This is an optimization exercise on Yosys and OpenROAD, whose aim is small area, a short achievable clock period and few clock cycles per item, not a production implementation.
RTL that was checked went through simulation tests only; none was proved equivalent to the original.

Setup of run B:
==> flow/design.v <==
`default_nettype none
package cordic_pkg;
    localparam int word_width = 32;
    localparam int fp_bias = 127;
    localparam int max_iterations = 16;
    localparam logic [word_width-1:0] cordic_gain_init = 32'h4DBA_76D4;
    typedef union packed {
        logic [word_width-1:0] bits;
        struct packed {
            logic        sign;
            logic [7:0]  exponent;
            logic [22:0] mantissa;
        } fields;
    } fp_word_t;
    function automatic logic [word_width-1:0] atan_entry(input logic [3:0] index);
        logic [word_width-1:0] angle;
        case (index)
            4'd0:    angle = 32'h6487_ED51;
            4'd1:    angle = 32'h3B58_CE0A;
            4'd2:    angle = 32'h1F5B_75F9;
            4'd3:    angle = 32'h0FEA_DD4D;
            4'd4:    angle = 32'h07FD_56ED;
            4'd5:    angle = 32'h03FF_AAB7;
            4'd6:    angle = 32'h01FF_F555;
            4'd7:    angle = 32'h00FF_FEAA;
            4'd8:    angle = 32'h007F_FFD5;
            4'd9:    angle = 32'h003F_FFFA;
            4'd10:   angle = 32'h001F_FFFF;
            4'd11:   angle = 32'h000F_FFFF;
            4'd12:   angle = 32'h0007_FFFF;
            4'd13:   angle = 32'h0003_FFFF;
            4'd14:   angle = 32'h0001_FFFF;
            default: angle = 32'h0000_FFFF;
        endcase
        atan_entry = angle;
    endfunction
endpackage
`default_nettype wire
`default_nettype none
module angle_to_fixed (
    input  logic [31:0] angle,
    output logic [31:0] fixed_angle,
    output logic [9:0]  dsel
);
    logic [31:0] aligned;
    logic        in_range, in_a, in_b;
    logic [30:0] w;
    logic [4:0]  ge_a;
    logic [4:0]  ge_b;
    assign aligned     = {1'b1, angle[22:0], 8'b0};
    assign in_range    = (angle[30:28] == 3'b011);
    assign fixed_angle = in_range ? (aligned >> (~angle[27:23])) : 32'd0;
    assign w    = angle[30:0];
    assign in_b = (angle[30:23] == 8'd127);
    assign in_a = in_range & !in_b;
    assign ge_a[0] = 1'b1;
    assign ge_a[1] = (w >= 31'h3d9d3a95);
    assign ge_a[2] = (w >= 31'h3ea4bc7e);
    assign ge_a[3] = (w >= 31'h3f11152b);
    assign ge_a[4] = (w >= 31'h3f490fdb);
    assign ge_b[0] = 1'b1;
    assign ge_b[1] = (w[22:0] >= 23'h1b7813);
    assign ge_b[2] = (w[22:0] >= 23'h37756b);
    assign ge_b[3] = (w[22:0] >= 23'h56d0e1);
    assign ge_b[4] = (w[22:0] >= 23'h762c57);
    assign dsel[0] = (in_b & ge_b[0] & !ge_b[1]);   
    assign dsel[1] = (in_b & ge_b[1] & !ge_b[2]);   
    assign dsel[2] = (in_b & ge_b[2] & !ge_b[3]);   
    assign dsel[3] = (in_b & ge_b[3] & !ge_b[4]);   
    assign dsel[4] = (in_b & ge_b[4]);   
    assign dsel[5] = (in_a & ge_a[0] & !ge_a[1]) | !in_range;   
    assign dsel[6] = (in_a & ge_a[1] & !ge_a[2]);   
    assign dsel[7] = (in_a & ge_a[2] & !ge_a[3]);   
    assign dsel[8] = (in_a & ge_a[3] & !ge_a[4]);   
    assign dsel[9] = (in_a & ge_a[4]);   
endmodule
module preload_tables (
    input  logic [9:0]  dsel,
    output logic [31:0] x_pre,
    output logic [31:0] y_pre,
    output logic [31:0] offset
);
    always_comb begin
        x_pre  = '0;
        y_pre  = '0;
        offset = '0;
        if (dsel[0]) begin x_pre = x_pre | 32'h515f3467; y_pre = y_pre | 32'h9da0019b; offset = offset | 32'h709a6815; end
        if (dsel[1]) begin x_pre = x_pre | 32'h625ffe63; y_pre = y_pre | 32'haea0cb9b; offset = offset | 32'h5875728d; end
        if (dsel[2]) begin x_pre = x_pre | 32'h7360c863; y_pre = y_pre | 32'hc958e473; offset = offset | 32'h389fb7f3; end
        if (dsel[3]) begin x_pre = x_pre | 32'h7d18173d; y_pre = y_pre | 32'he67ed102; offset = offset | 32'h19be869b; end
        if (dsel[4]) begin x_pre = x_pre | 32'h7f85eaf5; y_pre = y_pre | 32'h06129148; offset = offset | 32'hf9e8cc01; end
        if (dsel[5]) begin x_pre = x_pre | 32'h7f85eaf3; y_pre = y_pre | 32'hf9ed6eb8; offset = offset | 32'h061733ff; end
        if (dsel[6]) begin x_pre = x_pre | 32'h7d18173d; y_pre = y_pre | 32'h19812efe; offset = offset | 32'he6417965; end
        if (dsel[7]) begin x_pre = x_pre | 32'h7360c863; y_pre = y_pre | 32'h36a71b8d; offset = offset | 32'hc760480d; end
        if (dsel[8]) begin x_pre = x_pre | 32'h625ffe65; y_pre = y_pre | 32'h515f3465; offset = offset | 32'ha78a8d73; end
        if (dsel[9]) begin x_pre = x_pre | 32'h515f3465; y_pre = y_pre | 32'h625ffe65; offset = offset | 32'h8f6597eb; end
    end
endmodule
`default_nettype wire
`default_nettype none
module cordic_rotator #(
    parameter int M       = 4,
    parameter int N       = 10,    
    parameter int XY_ARCH = 0,
    parameter int Z_ARCH  = 0
) (
    input  logic         clock,
    input  logic         arst_n,
    input  logic         clk_en,
    input  logic         start,
    input  logic [31:0]  fixed_angle,
    input  logic [N-1:0] dsel,
    output logic [31:0]  cos_fixed,
    output logic         done
);
    localparam int ZW = 29;
    logic         accept;
    logic         busy;
    logic         valid;
    logic         last;
    logic         first;     
    logic [N-1:0] sel;
    logic [3:0]   index;     
    logic [3:0]   index_n;   
    logic [15-M:0] onehot;
    logic [31:0]   x, y;
    logic [ZW-1:0] z, at, zo, zsum;
    logic [31:0]   xa, ya, xs, ys;
    logic [31:0]   x_pre, y_pre, offset;
    logic          neg;
    logic          pos;      
    logic          negy;     
    logic [31:0]   xt, yt, xsum, ysum;
    assign accept = start & clk_en;
    assign last   = busy & !first & (index == 4'd15);
    assign neg    = z[ZW-1];
    always_comb begin
        at = '0;
        for (int k = 0; k <= 15 - M; k++) at = at | (onehot[k] ? ZW'(cordic_pkg::atan_entry(4'(M + k))) : ZW'(0));
    end
    preload_tables preload_tables_inst (.dsel(sel), .x_pre(x_pre), .y_pre(y_pre), .offset(offset));
    assign ys = signed'(y) >>> index;
    assign xs = (first ? 32'd0 : x) >> (~index_n);
    assign xa = first ? x_pre : (pos ? ~x : x);
    assign ya = first ? y_pre : (negy ? ~y : y);
    assign zo = first ? offset[ZW-1:0] : (neg ? at : ~at);
    cpa #(.W(32), .ARCH(XY_ARCH)) x_add (.a(xa), .b(ys), .ci(1'b0), .s(xt));
    cpa #(.W(32), .ARCH(XY_ARCH)) y_add (.a(ya), .b(xs), .ci(1'b0), .s(yt));
    cpa #(.W(ZW), .ARCH(Z_ARCH))  z_add (.a(z), .b(zo), .ci(!first && !neg), .s(zsum));
    assign xsum = pos ? ~xt : xt;
    assign ysum = negy ? ~yt : yt;
    always_ff @(posedge clock) begin
        if (accept) begin
            z        <= fixed_angle[ZW-1:0];
            pos      <= 1'b0;
            negy     <= 1'b0;
            sel      <= dsel;
            first    <= 1'b1;
            index    <= 4'(M - 1);
            index_n  <= 4'(15 - (M - 1));
            onehot   <= '0;
        end else begin
            z        <= zsum;
            pos      <= ~zsum[ZW-1];
            negy     <= zsum[ZW-1];
            first    <= 1'b0;
            index    <= index + 4'd1;
            index_n  <= index_n - 4'd1;
            onehot   <= {onehot[14-M:0], first};
        end
        x <= xsum;
        y <= (busy && !accept && !last) ? ysum : 32'd0;
    end
    always_ff @(posedge clock or negedge arst_n) begin
        if (!arst_n) begin
            busy  <= 1'b0;
            valid <= 1'b0;
            done  <= 1'b0;
        end else begin
            if (accept) begin
                busy  <= 1'b1;
                valid <= 1'b0;
            end else if (last) begin
                busy  <= 1'b0;
                valid <= 1'b1;
            end
            if (clk_en) done <= !start && (valid || last);
        end
    end
    assign cos_fixed = x;
endmodule
`default_nettype wire
module cpa #(
    parameter int W = 32,
    parameter int ARCH = 1
) (
    input  logic [W-1:0] a,
    input  logic [W-1:0] b,
    input  logic         ci,
    output logic [W-1:0] s
);
    if (ARCH == 0) begin : g_beh
        logic [W:0] t;
        assign t = {a, 1'b1} + {b, ci};
        assign s = t[W:1];
    end else begin : g_pfx
        localparam int N = W + 1;
        localparam int L = $clog2(N);
        logic [N-1:0] g0, p0, gg, pp;
        assign g0 = {a & b, ci};
        assign p0 = {a ^ b, 1'b0};
        always_comb begin
            gg = g0;
            pp = p0;
            if (ARCH == 1) begin
                for (int l = 0; l < L; l++)
                    for (int j = (2 << l) - 1; j < N; j += (2 << l)) begin
                        gg[j] = gg[j] | (pp[j] & gg[j - (1 << l)]);
                        pp[j] = pp[j] & pp[j - (1 << l)];
                    end
                for (int l = L - 2; l >= 0; l--)
                    for (int j = 3 * (1 << l) - 1; j < N; j += (2 << l)) begin
                        gg[j] = gg[j] | (pp[j] & gg[j - (1 << l)]);
                        pp[j] = pp[j] & pp[j - (1 << l)];
                    end
            end else if (ARCH == 2) begin
                for (int l = 0; l < L; l++)
                    for (int j = 0; j < N; j++)
                        if ((j >> l) & 1) begin
                            gg[j] = gg[j] | (pp[j] & gg[((j >> l) << l) - 1]);
                            pp[j] = pp[j] & pp[((j >> l) << l) - 1];
                        end
            end else begin
                for (int j = 1; j < N; j++) begin
                    gg[j] = gg[j] | (pp[j] & gg[j - 1]);
                end
            end
        end
        assign s = p0[N-1:1] ^ gg[N-2:0];
    end
endmodule
`default_nettype none
module fixed_to_float (
    input  logic [31:0] cos_fixed,
    output logic [31:0] result
);
    assign result = {8'h3F, cos_fixed[31], cos_fixed[29:7]};
endmodule
`default_nettype wire
`default_nettype none
module cos_unit (
    input  logic        clock,
    input  logic        arst_n,
    input  logic        clk_en,
    input  logic        start,
    input  logic [31:0] dataa,
    output logic [31:0] result,
    output logic        done
);
    localparam int M = 4;
    localparam int N = 10;
    logic [31:0]  fixed_angle;
    logic [N-1:0] dsel;
    logic [31:0]  cos_fixed;
    angle_to_fixed angle_to_fixed_inst (
        .angle       (dataa),
        .fixed_angle (fixed_angle),
        .dsel        (dsel)
    );
    cordic_rotator #(.M(M), .N(N)) cordic_rotator_inst (
        .clock       (clock),
        .arst_n      (arst_n),
        .clk_en      (clk_en),
        .start       (start),
        .fixed_angle (fixed_angle),
        .dsel        (dsel),
        .cos_fixed   (cos_fixed),
        .done        (done)
    );
    fixed_to_float fixed_to_float_inst (
        .cos_fixed (cos_fixed),
        .result    (result)
    );
endmodule
`default_nettype wire
export LEC_CHECK = 0
export ABC_AREA = 1
export CAP_MARGIN = 20
export CORE_MARGIN = 2
export CORE_UTILIZATION = 45
export SETUP_SLACK_MARGIN = 4.7
export SLEW_MARGIN = 20
export TNS_END_PERCENT = 100
create_clock -name core_clock -period 8.0 [get_ports {clock}]
standard.sh (not shown) runs the stock make flow with config.mk's settings and CLKGATE_MAP_FILE= SYNTH_SCRIPT=/design/flow/synth_recipe.tcl, a recipe that flattens the netlist after the stock synthesis.
==> flow/flow/run.sh <==
#!/bin/bash
# Standard layout, but the port buffers are buf_2 cells instead of the delay
# buffers buffer_ports picks by default. Full tool output goes to standard_flow.log.
set -euo pipefail
bash standard.sh "BUFFER_PORTS_ARGS=-buffer_cell sky130_fd_sc_hd__buf_2" finish > standard_flow.log 2>&1
Run B | status: complete | timing, DRC, antenna: pass
Testbench counts of run B, summed over its fixed seeds: cycles 7,168, items 512.
Relative to run B, the following input files were edited for run D:
-- flow/design.v --
<<< run B, line 131
    logic          pos;      
    logic          negy;     
    logic [31:0]   xt, yt, xsum, ysum;
    assign accept = start & clk_en;
    assign last   = busy & !first & (index == 4'd15);
>>> run D, line 131
    logic          pos;      
    logic          negy;     
    logic [31:0]   xg, xsum, ysum;
    assign accept = start & clk_en;
    assign last   = busy & !first & (index == 4'd15);
<<< run B, line 140
    end
    preload_tables preload_tables_inst (.dsel(sel), .x_pre(x_pre), .y_pre(y_pre), .offset(offset));
    assign ys = signed'(y) >>> index;
    assign xs = (first ? 32'd0 : x) >> (~index_n);
    assign xa = first ? x_pre : (pos ? ~x : x);
    assign ya = first ? y_pre : (negy ? ~y : y);
    assign zo = first ? offset[ZW-1:0] : (neg ? at : ~at);
    cpa #(.W(32), .ARCH(XY_ARCH)) x_add (.a(xa), .b(ys), .ci(1'b0), .s(xt));
    cpa #(.W(32), .ARCH(XY_ARCH)) y_add (.a(ya), .b(xs), .ci(1'b0), .s(yt));
    cpa #(.W(ZW), .ARCH(Z_ARCH))  z_add (.a(z), .b(zo), .ci(!first && !neg), .s(zsum));
    assign xsum = pos ? ~xt : xt;
    assign ysum = negy ? ~yt : yt;
    always_ff @(posedge clock) begin
        if (accept) begin
>>> run D, line 140
    end
    preload_tables preload_tables_inst (.dsel(sel), .x_pre(x_pre), .y_pre(y_pre), .offset(offset));
    assign ys = signed'(pos ? ~y : y) >>> index;
    assign xg = first ? 32'd0 : x;
    assign xs = 32'({{31{negy}}, (negy ? ~xg : xg)} >> (~index_n));
    assign xa = first ? x_pre : x;
    assign ya = first ? y_pre : y;
    assign zo = first ? offset[ZW-1:0] : (neg ? at : ~at);
    cpa #(.W(32), .ARCH(XY_ARCH)) x_add (.a(xa), .b(ys), .ci(pos), .s(xsum));
    cpa #(.W(32), .ARCH(XY_ARCH)) y_add (.a(ya), .b(xs), .ci(negy), .s(ysum));
    cpa #(.W(ZW), .ARCH(Z_ARCH))  z_add (.a(z), .b(zo), .ci(!first && !neg), .s(zsum));
    always_ff @(posedge clock) begin
        if (accept) begin
## What came out
- Going from run B to run D, routed wire length decreased about 2.8%; final critical-path required period grew by 0.19 ns.
- Delta(storage element area, run D - run B) > 0
- From run B to run D the numbers moved as follows: area fraction in compound gates after synthesis climbed 5.6 points.
The RTL of run D was laid out without a check of its function.

-- port drivers added, routing unchanged --
The results above use ideal ports. As a check the final layouts listed here were re-extracted and re-timed, cells and wires unchanged. Step 1 sets driving cells, clkbuf_16 on the clock port and buf_2 on the other inputs (assumed; they add their load-dependent delay and slew). Step 2, shift: input delay + t, output delay - t, t = (earliest + latest rising clock arrival at the registers) / 2. This alone moves slack from input paths to output paths. Three values: ideal ports, drivers, drivers and shift; two values: the first two.
run | shift t [ns] | setup WS [ns] | slew at the worst register clock pin (ns)
run B | 0.538 | 4.822 / 4.822 / 4.322 | 0.07 / 0.07
run D | 0.507 | 4.630 / 4.630 / 4.376 | 0.08 / 0.08
After both steps every run listed still meets setup and hold. For run B, which loses most, drivers alone change the setup slack by 0.000 ns; drivers and shift together by -0.500 ns.
